Background: an optimization exercise with open tools, aiming at small area, a short achievable clock period and few clock cycles per item. Do not read the settings as production practice. In this exercise RTL edits were held to simulation tests only and were not proved equivalent to the original.

run A:
==> flow/design.v (excerpt) <==
module cubic_spline_temporal_upsampler_core #(
  parameter int unsigned MAX_SAMPLES = 64,
  parameter int unsigned FRAC_BITS   = 16
) (
  input  logic                       clk_i,
  input  logic                       rst_ni,
  input  logic                       in_valid_i,
  output logic                       in_ready_o,
  input  logic                       in_cmd_i,
  input  logic [csu_pkg::PIX_W-1:0]  in_sample_i,
  input  logic                       in_last_i,
  output logic                       out_valid_o,
  input  logic                       out_ready_i,
  output logic [csu_pkg::PIX_W-1:0]  out_pixel_o,
  output logic                       out_seg_end_o,
  output logic                       out_seq_end_o,
  output logic                       out_error_o,
  input  logic                       cfg_valid_i,
  output logic                       cfg_ready_o,
  input  logic [csu_pkg::Q_W-1:0]    cfg_q_i
);
Size: ~3400 flip-flops, roughly 35 I/O pins, roughly 0.20 mm² of cells after synthesis.
clock: 12.0 ns
lec_check: 0
cap_margin: 20
core_margin: 2
core_utilization: 50
slew_margin: 20
standard.sh (not shown) runs the stock make flow with config.mk's settings and CLKGATE_MAP_FILE= SYNTH_SCRIPT=/design/flow/synth_recipe.tcl, a recipe that flattens the netlist after the stock synthesis.
==> flow/flow/run.sh <==
#!/bin/bash
# The standard layout, with ORFS's timing repair aiming 7 ns below the
# clock period instead of 5 ns. Everything else is the standard flow.
set -euo pipefail
export SETUP_SLACK_MARGIN=7
bash standard.sh > flow_standard.log 2>&1
Run A finished end to end and its layout was clean on timing, DRC and antenna.
Testbench counts of run A, summed over its fixed seeds: cycles 9,275, items 5,529.
Here is what was changed in the inputs of run B compared with run A.
Settings: CORE_UTILIZATION changed from 50 to 30.
[summary]
Sequential share of layout area was lower in run B than in run A.
Of run A and run B, run A shows the lower required time of the critical path, with run B above it.
Run A has lower number of antenna repair diodes than run B.
Run B has completed all stages; timing, DRC and antenna checks passed.
The critical path capture point comes out cnext_q[24] in one run and cnext_q[25] in the other, namely in run B and run A respectively.
Input changes introduced in run C (baseline for comparison: run B):
==> flow/flow/run.sh <==
#!/bin/bash
# The standard layout, with ORFS's timing repair aiming 6.5 ns below the
# clock period instead of 5 ns. Everything else is the standard flow.
set -euo pipefail
export SETUP_SLACK_MARGIN=6.5
bash standard.sh > flow_standard.log 2>&1
--- outcome ---
Run B went all the way through synthesis, placement and routing and the layout is clean on timing, DRC and antenna. Having completed the whole flow, run C delivered a layout that passed the timing, DRC and antenna checks. [compare] base=run B new=run C: count of clock buffers in the final design fell about 0.9%, total wirelength of the detailed-routed design down 3.8%. [compare] base=run B new=run C: worst stage delay on the critical path lost 0.03 ns; detailed route wirelength on metal2 fell 3.5%. Looking at cell count across run B and run C, the one that comes out higher is run B. Run B has a lower number of fill cells than run C.

== run 1 ==
Another version of the RTL of cubic_spline_temporal_upsampler_core (not shown whole).
Size: roughly 16000 cells after synthesis, about 3000 flip-flops, about 35 I/O pins, roughly 190000 um^2 of cells after synthesis.
make LEC_CHECK=0 CAP_MARGIN=20 CORE_MARGIN=2 CORE_UTILIZATION=30 SETUP_SLACK_MARGIN=5 SLEW_MARGIN=20 finish   # period 12.0 ns
run.sh (not shown) runs the stock make flow with config.mk's settings and CLKGATE_MAP_FILE= SYNTH_SCRIPT=/design/flow/synth_recipe.tcl, a recipe that flattens the netlist after the stock synthesis.
Stock flow here: none of the scripts above is used.
No stage failed in run 1, and the final checks on the layout all came back clean.
Testbench counts of run 1, summed over its fixed seeds: cycles 9,179, items 5,529.
Edits applied to the flow inputs when going from run 1 to run 5:
- ABC_CLOCK_PERIOD_IN_PS now 5000, previously not set
- SETUP_SLACK_MARGIN no longer set, was 5
==> summary.txt <==
Final area, run 1 and run 5: larger value in run 1
In the reports for run 1 and run 5, the smaller final non-filler cell total belongs to run 5.
Delta (run 5 minus run 1): setup slack lower; worst-path maximum fanout rose by 7; worst-skew pair later-pin latency went down 0.03 ns; number of sequential cells in the layout held steady.

== the baseline ==
cubic_spline_temporal_upsampler_core, a different RTL version from the one above (not shown whole).
Size in the first run: about 16000 cells after synthesis, about 3200 flip-flops, about 35 I/O pins, roughly 0.20 mm² of cells after synthesis.
clock: 12.0 ns
lec_check: 0
cap_margin: 20
core_margin: 2
core_utilization: 30
slew_margin: 20
standard.sh (not shown) runs the stock make flow with config.mk's settings and CLKGATE_MAP_FILE= SYNTH_SCRIPT=/design/flow/synth_recipe.tcl, a recipe that flattens the netlist after the stock synthesis.
==> flow/flow/run.sh <==
#!/bin/bash
# The standard layout, with ORFS's timing repair aiming 8 ns below the
# clock period instead of at it. Everything else is the standard flow.
set -euo pipefail
export SETUP_SLACK_MARGIN=8
bash standard.sh > flow_standard.log 2>&1
The baseline ran to completion and came out clean on the timing, DRC and antenna checks.
Testbench counts of the baseline, summed over its fixed seeds: cycles 9,211, items 5,529.
diff inputs: the baseline => the candidate
- SETUP_SLACK_MARGIN: unset -> 5
==> flow/run.sh (new file) <==
#!/bin/bash
# synth_recipe.tcl (not shown) runs the flow's synth.tcl, then flattens the netlist and writes it again
# the make line also repeats each setting of config.mk as NAME=value (left out here)
make -C /OpenROAD-flow-scripts/flow DESIGN_CONFIG=/design/flow/config.mk WORK_HOME=/design/flow/orfs CLKGATE_MAP_FILE= SYNTH_SCRIPT=/design/flow/synth_recipe.tcl finish
removed: flow/flow/run.sh
removed: flow/standard.sh
==> comparison <==
The candidate -> the baseline: number of H-tree levels delta 0, exact match. From the candidate to the baseline, total of buffers placed on input and output ports did not move at all. Delta (the candidate minus the baseline): multi-input gate share of the layout cell area +0.50 points, non-clock buffer instance count of the final layout -about 80%, sequential cell area share +5.1 points.

==> what the ideal ports hide <==
The results above use ideal ports. As a check the final layouts listed here were re-extracted and re-timed, cells and wires unchanged.
Step 1 assumes that a clkbuf_16 drives the clock port and a buf_2 every other input.
Step 2 moves the port delays by t, midway between the first and last clock arrival at a register: inputs arrive t later, outputs are due t later. That takes back most of the time a late clock gives input paths.
Slacks: no drivers / after step 1 / after step 2; pairs: no drivers / after step 1.
run | t (ns) | setup WS [ns] | worst setup path at the end
run A | 1.073 | 6.294 / 6.294 / 6.261 | input to register
run B | 1.075 | 6.403 / 6.403 / 6.169 | input to register
run C | 1.079 | 6.290 / 6.290 / 5.923 | input to register
run 1 | 1.078 | 2.634 / 2.634 / 2.634 | register to register
run 5 | 1.063 | 0.946 / 0.946 / 0.946 | register to register
the baseline | 1.109 | 5.673 / 5.673 / 5.673 | register to register
the candidate | 1.083 | 4.918 / 4.918 / 4.918 | register to register
After both steps every run listed still meets setup and hold. For run C, which loses most, drivers alone change the setup slack by 0.000 ns; drivers and shift together by -0.367 ns.
